Source: an optimization exercise on an open RTL-to-GDS flow (aim: small area, a short achievable clock period and few clock cycles). Production flows keep margins and buffers that such runs may drop.
No activity file was given, so power comes from the tool's default toggle rates.

==> ember: inputs <==
==> flow/design.v <==
`timescale 1ns / 1ps
`default_nettype none
package ccks_pkg;
   localparam int REQ_DATA_W = 8;
   localparam int RSP_DATA_W = 64;
endpackage
`default_nettype wire
`timescale 1ns / 1ps
`default_nettype none
module ccks_tick (
   input  wire [6:0] yh,
   input  wire [6:0] yl,
   input  wire [7:0] month,
   input  wire [7:0] day,
   input  wire [6:0] hour,
   input  wire [6:0] minute,
   input  wire [6:0] second,
   output logic [6:0] n_yh,
   output logic [6:0] n_yl,
   output logic [7:0] n_month,
   output logic [7:0] n_day,
   output logic [6:0] n_hour,
   output logic [6:0] n_minute,
   output logic [6:0] n_second
);
   logic       h_bad, s_c, m_c, h_c, inc;
   logic       m_long, m_short, m_feb, m_dec, m_bad, m_valid, leap;
   logic [7:0] lim, dd;
   logic       at_lim, past_lim, over, roll, bump;
   logic [3:0] m_next;
   always_comb begin
      h_bad = hour > 7'd23;
      s_c   = second >= 7'd59;
      m_c   = !h_bad && (minute > 7'd59 || (minute == 7'd59 && s_c));
      h_c   = !h_bad && hour == 7'd23 && m_c;
      inc   = h_bad || h_c;
      n_second = s_c ? 7'd0 : {1'b0, second[5:0] + 6'd1};
      if (h_bad)
         n_minute = {6'd0, s_c};
      else
         n_minute = m_c ? 7'd0 : {1'b0, minute[5:0] + {5'd0, s_c}};
      if (h_bad)
         n_hour = 7'd23;
      else
         n_hour = h_c ? 7'd0 : {2'd0, hour[4:0] + {4'd0, m_c}};
      m_long  = month == 8'd1 || month == 8'd3 || month == 8'd5 || month == 8'd7 ||
                month == 8'd8 || month == 8'd10;
      m_short = month == 8'd4 || month == 8'd6 || month == 8'd9 || month == 8'd11;
      m_feb   = month == 8'd2;
      m_dec   = month == 8'd12;
      m_bad   = month > 8'd12;
      m_valid = m_long || m_short || m_feb;
      leap    = yl[1:0] == 2'd0;
      lim     = (m_long || m_bad) ? 8'd31 : (m_short ? 8'd30 : (leap ? 8'd29 : 8'd28));
      dd       = day + {7'd0, inc};
      at_lim   = day == lim;
      past_lim = day > lim;
      over     = h_bad ? ((at_lim || past_lim) && day != 8'd255) : past_lim;
      roll     = h_c && at_lim;
      m_next   = month[3:0] + 4'd1;
      n_month = month;
      n_day   = dd;
      bump    = m_bad;
      if (m_valid || m_bad) begin
         if (over) begin
            n_day   = {6'd0, h_c, !h_c};
            n_month = m_bad ? 8'd1 : {4'd0, m_next};
         end else if (roll) begin
            n_day   = 8'd1;
            n_month = m_bad ? 8'd2 : {4'd0, m_next};
         end else begin
            n_month = m_bad ? 8'd1 : month;
         end
      end else if (m_dec && dd == 8'd32) begin
         n_day   = 8'd1;
         n_month = 8'd1;
         bump    = 1'b1;
      end
      n_yl = yl;
      n_yh = yh;
      if (bump) begin
         if (yl == 7'd99) begin
            n_yl = 7'd0;
            n_yh = (yh == 7'd99) ? 7'd0 : yh + 7'd1;
         end else begin
            n_yl = yl + 7'd1;
         end
      end
   end
endmodule
`default_nettype wire
`timescale 1ns / 1ps
`default_nettype none
module ccks_key (
   input  wire [6:0] yh,
   input  wire [6:0] yl,
   input  wire [7:0] month,
   input  wire [7:0] day,
   input  wire [6:0] hour,
   input  wire [6:0] minute,
   input  wire [6:0] second,
   input  wire       row,
   input  wire [3:0] col,
   input  wire [4:0] key,
   output logic [7:0] val,
   output logic       w_yh,
   output logic       w_yl,
   output logic       w_month,
   output logic       w_day,
   output logic       w_hour,
   output logic       w_minute,
   output logic       w_second,
   output logic [3:0] n_col,
   output logic       n_row
);
   logic       is_digit;
   logic [3:0] digit;
   logic       s_yh, s_yl, s_month, s_day, s_hour, s_minute, s_second, tens;
   logic [7:0] v;
   logic [1:0] h;
   logic [3:0] t, o, a, b;
   always_comb begin
      is_digit = 1'b1;
      case (key)
         5'd1, 5'd2, 5'd3:   digit = key[3:0];
         5'd5, 5'd6, 5'd7:   digit = key[3:0] - 4'd1;
         5'd9, 5'd10, 5'd11: digit = key[3:0] - 4'd2;
         5'd14:              digit = 4'd0;
         default: begin
            digit    = 4'd0;
            is_digit = 1'b0;
         end
      endcase
   end
   always_comb begin
      s_yh = 1'b0; s_yl = 1'b0; s_month = 1'b0; s_day = 1'b0;
      s_hour = 1'b0; s_minute = 1'b0; s_second = 1'b0; tens = 1'b0;
      if (!row) begin
         case (col)
            4'd6:  begin s_yh = 1'b1; tens = 1'b1; end
            4'd7:  s_yh = 1'b1;
            4'd8:  begin s_yl = 1'b1; tens = 1'b1; end
            4'd9:  s_yl = 1'b1;
            4'd11: begin s_month = 1'b1; tens = 1'b1; end
            4'd12: s_month = 1'b1;
            4'd14: begin s_day = 1'b1; tens = 1'b1; end
            4'd15: s_day = 1'b1;
            default: ;
         endcase
      end else begin
         case (col)
            4'd6:  begin s_hour = 1'b1; tens = 1'b1; end
            4'd7:  s_hour = 1'b1;
            4'd9:  begin s_minute = 1'b1; tens = 1'b1; end
            4'd10: s_minute = 1'b1;
            4'd12: begin s_second = 1'b1; tens = 1'b1; end
            4'd13: s_second = 1'b1;
            default: ;
         endcase
      end
   end
   function automatic logic [9:0] to_bcd(input logic [7:0] x);
      logic [9:0] r;
      r = '0;
      for (int i = 7; i >= 0; i--) begin
         if (r[3:0] >= 4'd5) r[3:0] = r[3:0] + 4'd3;
         if (r[7:4] >= 4'd5) r[7:4] = r[7:4] + 4'd3;
         r = {r[8:0], x[i]};
      end
      to_bcd = r;
   endfunction
   always_comb begin
      v = ({8{s_yh}} & {1'b0, yh}) | ({8{s_yl}} & {1'b0, yl}) |
          ({8{s_month}} & month) | ({8{s_day}} & day) |
          ({8{s_hour}} & {1'b0, hour}) | ({8{s_minute}} & {1'b0, minute}) |
          ({8{s_second}} & {1'b0, second});
      {h, t, o} = to_bcd(v);
      a   = tens ? digit : t;
      b   = tens ? o : digit;
      val = 8'd100 * {6'd0, h} + 8'd10 * {4'd0, a} + {4'd0, b};
   end
   assign w_yh     = is_digit && s_yh;
   assign w_yl     = is_digit && s_yl;
   assign w_month  = is_digit && s_month;
   assign w_day    = is_digit && s_day;
   assign w_hour   = is_digit && s_hour;
   assign w_minute = is_digit && s_minute;
   assign w_second = is_digit && s_second;
   assign n_col = (key == 5'd12) ? col + 4'd1 : ((key == 5'd13) ? col - 4'd1 : col);
   assign n_row = (key == 5'd4) ? ~row : row;
endmodule
`default_nettype wire
`timescale 1ns / 1ps
`default_nettype none
module calendar_clock_with_keypad_setup_unit (
   input  wire                                clock,
   input  wire                                reset,
   input  wire                                req_tvalid,
   output logic                               req_tready,
   input  wire  [ccks_pkg::REQ_DATA_W-1:0]    req_tdata,   
   input  wire                                req_tuser,   
   output logic                               rsp_tvalid,
   input  wire                                rsp_tready,
   output logic [ccks_pkg::RSP_DATA_W-1:0]    rsp_tdata
);
   logic [6:0] yh, yl;
   logic [7:0] month, day;
   logic [6:0] hour, minute, second;
   logic       row;
   logic [3:0] col;
   logic       running;
   logic       rsp_v;
   logic       pend_v;
   logic       pend_op;
   logic [4:0] pend_key;
   logic       out_free, go, op;
   logic [4:0] key;
   logic [6:0] t_yh, t_yl, t_hour, t_minute, t_second;
   logic [7:0] t_month, t_day;
   logic [7:0] k_val;
   logic       w_yh, w_yl, w_month, w_day, w_hour, w_minute, w_second;
   logic [3:0] k_col;
   logic       k_row;
   logic       do_tick, do_key;
   ccks_tick u_tick (
      .yh (yh), .yl (yl), .month (month), .day (day),
      .hour (hour), .minute (minute), .second (second),
      .n_yh (t_yh), .n_yl (t_yl), .n_month (t_month), .n_day (t_day),
      .n_hour (t_hour), .n_minute (t_minute), .n_second (t_second)
   );
   ccks_key u_key (
      .yh (yh), .yl (yl), .month (month), .day (day),
      .hour (hour), .minute (minute), .second (second),
      .row (row), .col (col), .key (key),
      .val (k_val),
      .w_yh (w_yh), .w_yl (w_yl), .w_month (w_month), .w_day (w_day),
      .w_hour (w_hour), .w_minute (w_minute), .w_second (w_second),
      .n_col (k_col), .n_row (k_row)
   );
   assign req_tready = !pend_v;
   assign out_free   = !rsp_v || rsp_tready;
   assign go         = (pend_v || req_tvalid) && out_free;
   assign op         = pend_v ? pend_op : req_tuser;
   assign key        = pend_v ? pend_key : req_tdata[4:0];
   assign do_tick    = go && !op && running;
   assign do_key     = go && op && !running;
   always_ff @(posedge clock) begin
      if (reset) begin
         rsp_v  <= 1'b0;
         pend_v <= 1'b0;
      end else begin
         rsp_v  <= go || (rsp_v && !rsp_tready);
         pend_v <= !go && (pend_v || req_tvalid);
      end
      if (!pend_v) begin
         pend_op  <= req_tuser;
         pend_key <= req_tdata[4:0];
      end
   end
   always_ff @(posedge clock) begin
      if (reset) begin
         yh      <= 7'd20;
         yl      <= 7'd1;
         month   <= 8'd2;
         day     <= 8'd28;
         hour    <= 7'd23;
         minute  <= 7'd59;
         second  <= 7'd57;
         row     <= 1'b0;
         col     <= 4'd15;
         running <= 1'b0;
      end else begin
         if (do_tick) begin
            yh     <= t_yh;
            yl     <= t_yl;
            month  <= t_month;
            day    <= t_day;
            hour   <= t_hour;
            minute <= t_minute;
            second <= t_second;
         end
         if (do_key) begin
            if (w_yh)     yh     <= k_val[6:0];
            if (w_yl)     yl     <= k_val[6:0];
            if (w_month)  month  <= k_val;
            if (w_day)    day    <= k_val;
            if (w_hour)   hour   <= k_val[6:0];
            if (w_minute) minute <= k_val[6:0];
            if (w_second) second <= k_val[6:0];
            row <= k_row;
            col <= k_col;
         end
         if (go && op && key == 5'd15) running <= 1'b1;
         if (go && op && key == 5'd16) running <= 1'b0;
      end
   end
   assign rsp_tvalid = rsp_v;
   assign rsp_tdata  = {7'd0, running, col, row, second, minute, hour, day, month,
                        14'd100 * {7'd0, yh} + {7'd0, yl}};
endmodule
`default_nettype wire
==> flow/run.sh <==
#!/bin/bash
# synth_recipe.tcl (not shown) runs the flow's synth.tcl, then flattens the netlist and writes it again
# the make line also repeats each setting of config.mk as NAME=value (left out here)
make -C /OpenROAD-flow-scripts/flow DESIGN_CONFIG=/design/flow/config.mk WORK_HOME=/design/flow/orfs CLKGATE_MAP_FILE= SYNTH_SCRIPT=/design/flow/synth_recipe.tcl finish
==> flow/config.mk <==
export PLATFORM = sky130hd
export DESIGN_NAME = calendar_clock_with_keypad_setup_unit
export DESIGN_NICKNAME = calendar_clock_with_keypad_setup_unit
export VERILOG_FILES = /design/flow/design.v
export SDC_FILE = /design/flow/constraint.sdc
export NUM_CORES = 4
export LEC_CHECK = 0
export ABC_CLOCK_PERIOD_IN_PS = 3000
export CAP_MARGIN = 20
export CORE_MARGIN = 2
export CORE_UTILIZATION = 40
export SETUP_SLACK_MARGIN = 5
export SLEW_MARGIN = 20
==> flow/constraint.sdc <==
create_clock -name core_clock -period 14.0 [get_ports {clock}]
set_input_delay 2.8000 -clock core_clock [delete_from_list [all_inputs] [get_ports {clock}]]
set_output_delay 2.8000 -clock core_clock [all_outputs]
set_load 0.01 [all_outputs]
==> lagoon (differences from ember) <==
--- a/flow/design.v
+++ b/flow/design.v
@@ -12,3 +12,3 @@
    input  wire [6:0] yl,
-   input  wire [7:0] month,
+   input  wire [6:0] month,
    input  wire [7:0] day,
@@ -19,3 +19,3 @@
    output logic [6:0] n_yl,
-   output logic [7:0] n_month,
+   output logic [6:0] n_month,
    output logic [7:0] n_day,
@@ -23,3 +23,4 @@
    output logic [6:0] n_minute,
-   output logic [6:0] n_second
+   output logic [6:0] n_second,
+   output logic       n_bump
 );
@@ -45,8 +46,8 @@
          n_hour = h_c ? 7'd0 : {2'd0, hour[4:0] + {4'd0, m_c}};
-      m_long  = month == 8'd1 || month == 8'd3 || month == 8'd5 || month == 8'd7 ||
-                month == 8'd8 || month == 8'd10;
-      m_short = month == 8'd4 || month == 8'd6 || month == 8'd9 || month == 8'd11;
-      m_feb   = month == 8'd2;
-      m_dec   = month == 8'd12;
-      m_bad   = month > 8'd12;
+      m_long  = month == 7'd1 || month == 7'd3 || month == 7'd5 || month == 7'd7 ||
+                month == 7'd8 || month == 7'd10;
+      m_short = month == 7'd4 || month == 7'd6 || month == 7'd9 || month == 7'd11;
+      m_feb   = month == 7'd2;
+      m_dec   = month == 7'd12;
+      m_bad   = month > 7'd12;
       m_valid = m_long || m_short || m_feb;
@@ -66,8 +67,8 @@
             n_day   = {6'd0, h_c, !h_c};
-            n_month = m_bad ? 8'd1 : {4'd0, m_next};
+            n_month = m_bad ? 7'd1 : {3'd0, m_next};
          end else if (roll) begin
             n_day   = 8'd1;
-            n_month = m_bad ? 8'd2 : {4'd0, m_next};
+            n_month = m_bad ? 7'd2 : {3'd0, m_next};
          end else begin
-            n_month = m_bad ? 8'd1 : month;
+            n_month = m_bad ? 7'd1 : month;
          end
@@ -75,5 +76,6 @@
          n_day   = 8'd1;
-         n_month = 8'd1;
+         n_month = 7'd1;
          bump    = 1'b1;
       end
+      n_bump = bump;
       n_yl = yl;
@@ -96,3 +98,3 @@
    input  wire [6:0] yl,
-   input  wire [7:0] month,
+   input  wire [6:0] month,
    input  wire [7:0] day,
@@ -173,3 +175,3 @@
       v = ({8{s_yh}} & {1'b0, yh}) | ({8{s_yl}} & {1'b0, yl}) |
-          ({8{s_month}} & month) | ({8{s_day}} & day) |
+          ({8{s_month}} & {1'b0, month}) | ({8{s_day}} & day) |
           ({8{s_hour}} & {1'b0, hour}) | ({8{s_minute}} & {1'b0, minute}) |
@@ -206,3 +208,4 @@
    logic [6:0] yh, yl;
-   logic [7:0] month, day;
+   logic [6:0] month;
+   logic [7:0] day;
    logic [6:0] hour, minute, second;
@@ -211,10 +214,12 @@
    logic       running;
+   logic [13:0] year;
+   logic        ystale;
    logic       rsp_v;
-   logic       pend_v;
-   logic       pend_op;
-   logic [4:0] pend_key;
-   logic       out_free, go, op;
+   logic       q0_v, q1_v;
+   logic [5:0] q0, q1;
+   logic       out_free, fire, take, op, shown;
    logic [4:0] key;
-   logic [6:0] t_yh, t_yl, t_hour, t_minute, t_second;
-   logic [7:0] t_month, t_day;
+   logic [6:0] t_yh, t_yl, t_month, t_hour, t_minute, t_second;
+   logic [7:0] t_day;
+   logic       t_bump;
    logic [7:0] k_val;
@@ -228,3 +233,4 @@
       .n_yh (t_yh), .n_yl (t_yl), .n_month (t_month), .n_day (t_day),
-      .n_hour (t_hour), .n_minute (t_minute), .n_second (t_second)
+      .n_hour (t_hour), .n_minute (t_minute), .n_second (t_second),
+      .n_bump (t_bump)
    );
@@ -239,9 +245,11 @@
    );
-   assign req_tready = !pend_v;
-   assign out_free   = !rsp_v || rsp_tready;
-   assign go         = (pend_v || req_tvalid) && out_free;
-   assign op         = pend_v ? pend_op : req_tuser;
-   assign key        = pend_v ? pend_key : req_tdata[4:0];
-   assign do_tick    = go && !op && running;
-   assign do_key     = go && op && !running;
+   assign req_tready = !q1_v;
+   assign take       = req_tvalid && !q1_v;
+   assign shown      = rsp_v && !ystale;
+   assign out_free   = !rsp_v || (shown && rsp_tready);
+   assign fire       = q0_v && out_free;
+   assign op         = q0[5];
+   assign key        = q0[4:0];
+   assign do_tick    = fire && !op && running;
+   assign do_key     = fire && op && !running;
    always_ff @(posedge clock) begin
@@ -249,11 +257,16 @@
          rsp_v  <= 1'b0;
-         pend_v <= 1'b0;
+         ystale <= 1'b1;
+         q0_v   <= 1'b0;
+         q1_v   <= 1'b0;
       end else begin
-         rsp_v  <= go || (rsp_v && !rsp_tready);
-         pend_v <= !go && (pend_v || req_tvalid);
-      end
-      if (!pend_v) begin
-         pend_op  <= req_tuser;
-         pend_key <= req_tdata[4:0];
+         rsp_v  <= fire || (rsp_v && !out_free);
+         ystale <= (do_tick && t_bump) || (do_key && (w_yh || w_yl));
+         q0_v   <= q1_v || take || (q0_v && !fire);
+         q1_v   <= q0_v && !fire && (q1_v || take);
       end
+      if (!q0_v || fire)
+         q0 <= q1_v ? q1 : {req_tuser, req_tdata[4:0]};
+      if (!q1_v)
+         q1 <= {req_tuser, req_tdata[4:0]};
+      year <= 14'd100 * {7'd0, yh} + {7'd0, yl};
    end
@@ -263,3 +276,3 @@
          yl      <= 7'd1;
-         month   <= 8'd2;
+         month   <= 7'd2;
          day     <= 8'd28;
@@ -284,3 +297,3 @@
             if (w_yl)     yl     <= k_val[6:0];
-            if (w_month)  month  <= k_val;
+            if (w_month)  month  <= k_val[6:0];
             if (w_day)    day    <= k_val;
@@ -292,9 +305,8 @@
          end
-         if (go && op && key == 5'd15) running <= 1'b1;
-         if (go && op && key == 5'd16) running <= 1'b0;
+         if (fire && op && key == 5'd15) running <= 1'b1;
+         if (fire && op && key == 5'd16) running <= 1'b0;
       end
    end
-   assign rsp_tvalid = rsp_v;
-   assign rsp_tdata  = {7'd0, running, col, row, second, minute, hour, day, month,
-                        14'd100 * {7'd0, yh} + {7'd0, yl}};
+   assign rsp_tvalid = shown;
+   assign rsp_tdata  = {7'd0, running, col, row, second, minute, hour, day, 1'b0, month, year};
 endmodule
==> flow/flow/run.sh (new file) <==
#!/bin/bash
# The standard ORFS layout (the standard.sh) with two changes to how the
# layout is made: adders are left to ABC instead of being mapped to full- and
# half-adder cells first, and ports are buffered with the smallest buffer
# cell; timing repair aims for 9.5 ns of setup slack. Registers, their names and cell types are those of the standard
# synthesis. make's output goes to flow_make.log; each ORFS step keeps its own
# log under orfs/logs.
set -euo pipefail
bash standard.sh ADDER_MAP_FILE= "BUFFER_PORTS_ARGS=-buffer_cell sky130_fd_sc_hd__buf_1" SETUP_SLACK_MARGIN=9.5 finish > flow_make.log 2>&1
==> flow/standard.sh (new file) <==
#!/bin/bash
# synth_recipe.tcl (not shown) runs the flow's synth.tcl, then flattens the netlist and writes it again
# the make line also repeats each setting of config.mk as NAME=value (left out here)
make -C /OpenROAD-flow-scripts/flow DESIGN_CONFIG=/design/flow/config.mk WORK_HOME=/design/flow/orfs CLKGATE_MAP_FILE= SYNTH_SCRIPT=/design/flow/synth_recipe.tcl "${@:-finish}"
--- a/flow/config.mk
+++ b/flow/config.mk
@@ -7,3 +7,3 @@
 export LEC_CHECK = 0
-export ABC_CLOCK_PERIOD_IN_PS = 3000
+export ABC_AREA = 1
 export CAP_MARGIN = 20
@@ -11,3 +11,2 @@
 export CORE_UTILIZATION = 40
-export SETUP_SLACK_MARGIN = 5
 export SLEW_MARGIN = 20
removed: flow/run.sh
==> pepper (differences from ember) <==
==> flow/flow/run.sh (new file) <==
#!/bin/bash
# The standard ORFS layout (the standard.sh) with one change to how the
# netlist is made: adders are left to ABC instead of being mapped to full- and
# half-adder cells first. Registers, their names and cell types are those of
# the standard synthesis. make's output goes to flow_make.log; each ORFS step
# keeps its own log under orfs/logs.
set -euo pipefail
bash standard.sh ADDER_MAP_FILE= finish > flow_make.log 2>&1
==> flow/standard.sh (new file) <==
#!/bin/bash
# synth_recipe.tcl (not shown) runs the flow's synth.tcl, then flattens the netlist and writes it again
# the make line also repeats each setting of config.mk as NAME=value (left out here)
make -C /OpenROAD-flow-scripts/flow DESIGN_CONFIG=/design/flow/config.mk WORK_HOME=/design/flow/orfs CLKGATE_MAP_FILE= SYNTH_SCRIPT=/design/flow/synth_recipe.tcl "${@:-finish}"
--- a/flow/config.mk
+++ b/flow/config.mk
@@ -7,3 +7,3 @@
 export LEC_CHECK = 0
-export ABC_CLOCK_PERIOD_IN_PS = 3000
+export ABC_AREA = 1
 export CAP_MARGIN = 20
@@ -11,3 +11,2 @@
 export CORE_UTILIZATION = 40
-export SETUP_SLACK_MARGIN = 5
 export SLEW_MARGIN = 20
removed: flow/run.sh
==> raven (differences from ember) <==
--- a/flow/config.mk
+++ b/flow/config.mk
@@ -7,2 +7,3 @@
 export LEC_CHECK = 0
+export ABC_AREA = 1
 export ABC_CLOCK_PERIOD_IN_PS = 3000
==> qor.csv <==
metric;value;unit
power;0.000655;W
muxShareOfSynthArea;0;%
rr_worst_depth;31;
status;complete, no violations;
seqPwrFrac;31.7;%
r2r-start;col[1]$_SDFFE_PP1P_;
pre_cts_slack;7.68;ns
met1_usage;32.8;%
seq_cell_power;0.000208;W
critical_path_class;flip-flop to output pin;
dieArea;17300;sq um
combPwrFrac;28.9;%
whs;0.456;ns
path_clk_slew;0.06;ns
multi_input_area;4170;sq um
dr_total_vias;7234;
(the above is from pepper)
==> qor.csv <==
metric;value;unit
whs;0.502;ns
pre_cts_slack;5.21;ns
status;complete, no violations;
nets;1064;
dieArea;18700;sq um
critical_path_class;flip-flop to flip-flop;
seq_cell_power;0.000211;W
cts_tree;yes;
r2r-start;row$_SDFFE_PP0P_;
muxShareOfSynthArea;1.76;%
met1_usage;33.0;%
path_clk_slew;0.06;ns
rr_worst_depth;40;
seqPwrFrac;23.7;%
(the above is from ember)
==> qor.csv <==
metric;value;unit
combPwrFrac;22.3;%
holdPathStages;0;
status;complete, no violations;
critical_path_class;input pin to flip-flop;
rr_worst_depth;20;
met1_usage;29.8;%
pre_cts_slack;8.53;ns
path_clk_slew;0.07;ns
dieArea;18500;sq um
multi_input_area;4330;sq um
whs;0.402;ns
seqPwrFrac;40.3;%
r2r-start;hour[3]$_SDFF_PP0_;
(the above is from lagoon)
==> qor.csv <==
metric;value;unit
dieArea;18700;sq um
dr_total_vias;7027;
seq_cell_power;0.000206;W
r2r-start;row$_SDFFE_PP0P_;
synth_top_area_share;19.9;%
status;complete, no violations;
met1_usage;30.8;%
multi_input_area;4820;sq um
path_clk_slew;0.06;ns
whs;0.476;ns
power;0.000756;W
muxShareOfSynthArea;0;%
skew;0.0117;ns
(the above is from raven)
No functional check of the RTL was part of any run of this note.

[what the ideal ports hide]
In the flow no input, the clock included, has a driving cell. The finished layouts below were timed again as built, in two steps.
Step 1 assumes that a clkbuf_16 drives the clock port and a buf_2 every other input.
Step 2 times the ports against the registers' clock, not the clock port: input delays grow and output delays shrink by t, the midpoint of the rising clock arrivals with the driver on.
a / b / c = ideal / step 1 / step 2; a / b = the first two.
| run | t (ns) | setup WS [ns] | hold slack, ns | worst setup path after step 2 |
|---|---|---|---|---|
| ember | 0.379 | 5.677 / 5.677 / 5.677 | 0.502 / 0.502 / 0.502 | register to register |
| lagoon | 0.393 | 9.634 / 9.652 / 9.260 | 0.402 / 0.402 / 0.402 | input to register |
| pepper | 0.387 | 7.405 / 7.361 / 7.631 | 0.456 / 0.456 / 0.456 | input to register |
| raven | 0.384 | 6.215 / 6.234 / 5.850 | 0.476 / 0.476 / 0.476 | input to register |
After both steps every run listed still meets setup and hold. For lagoon, which loses most, drivers alone change the setup slack by +0.018 ns; drivers and shift together by -0.374 ns.
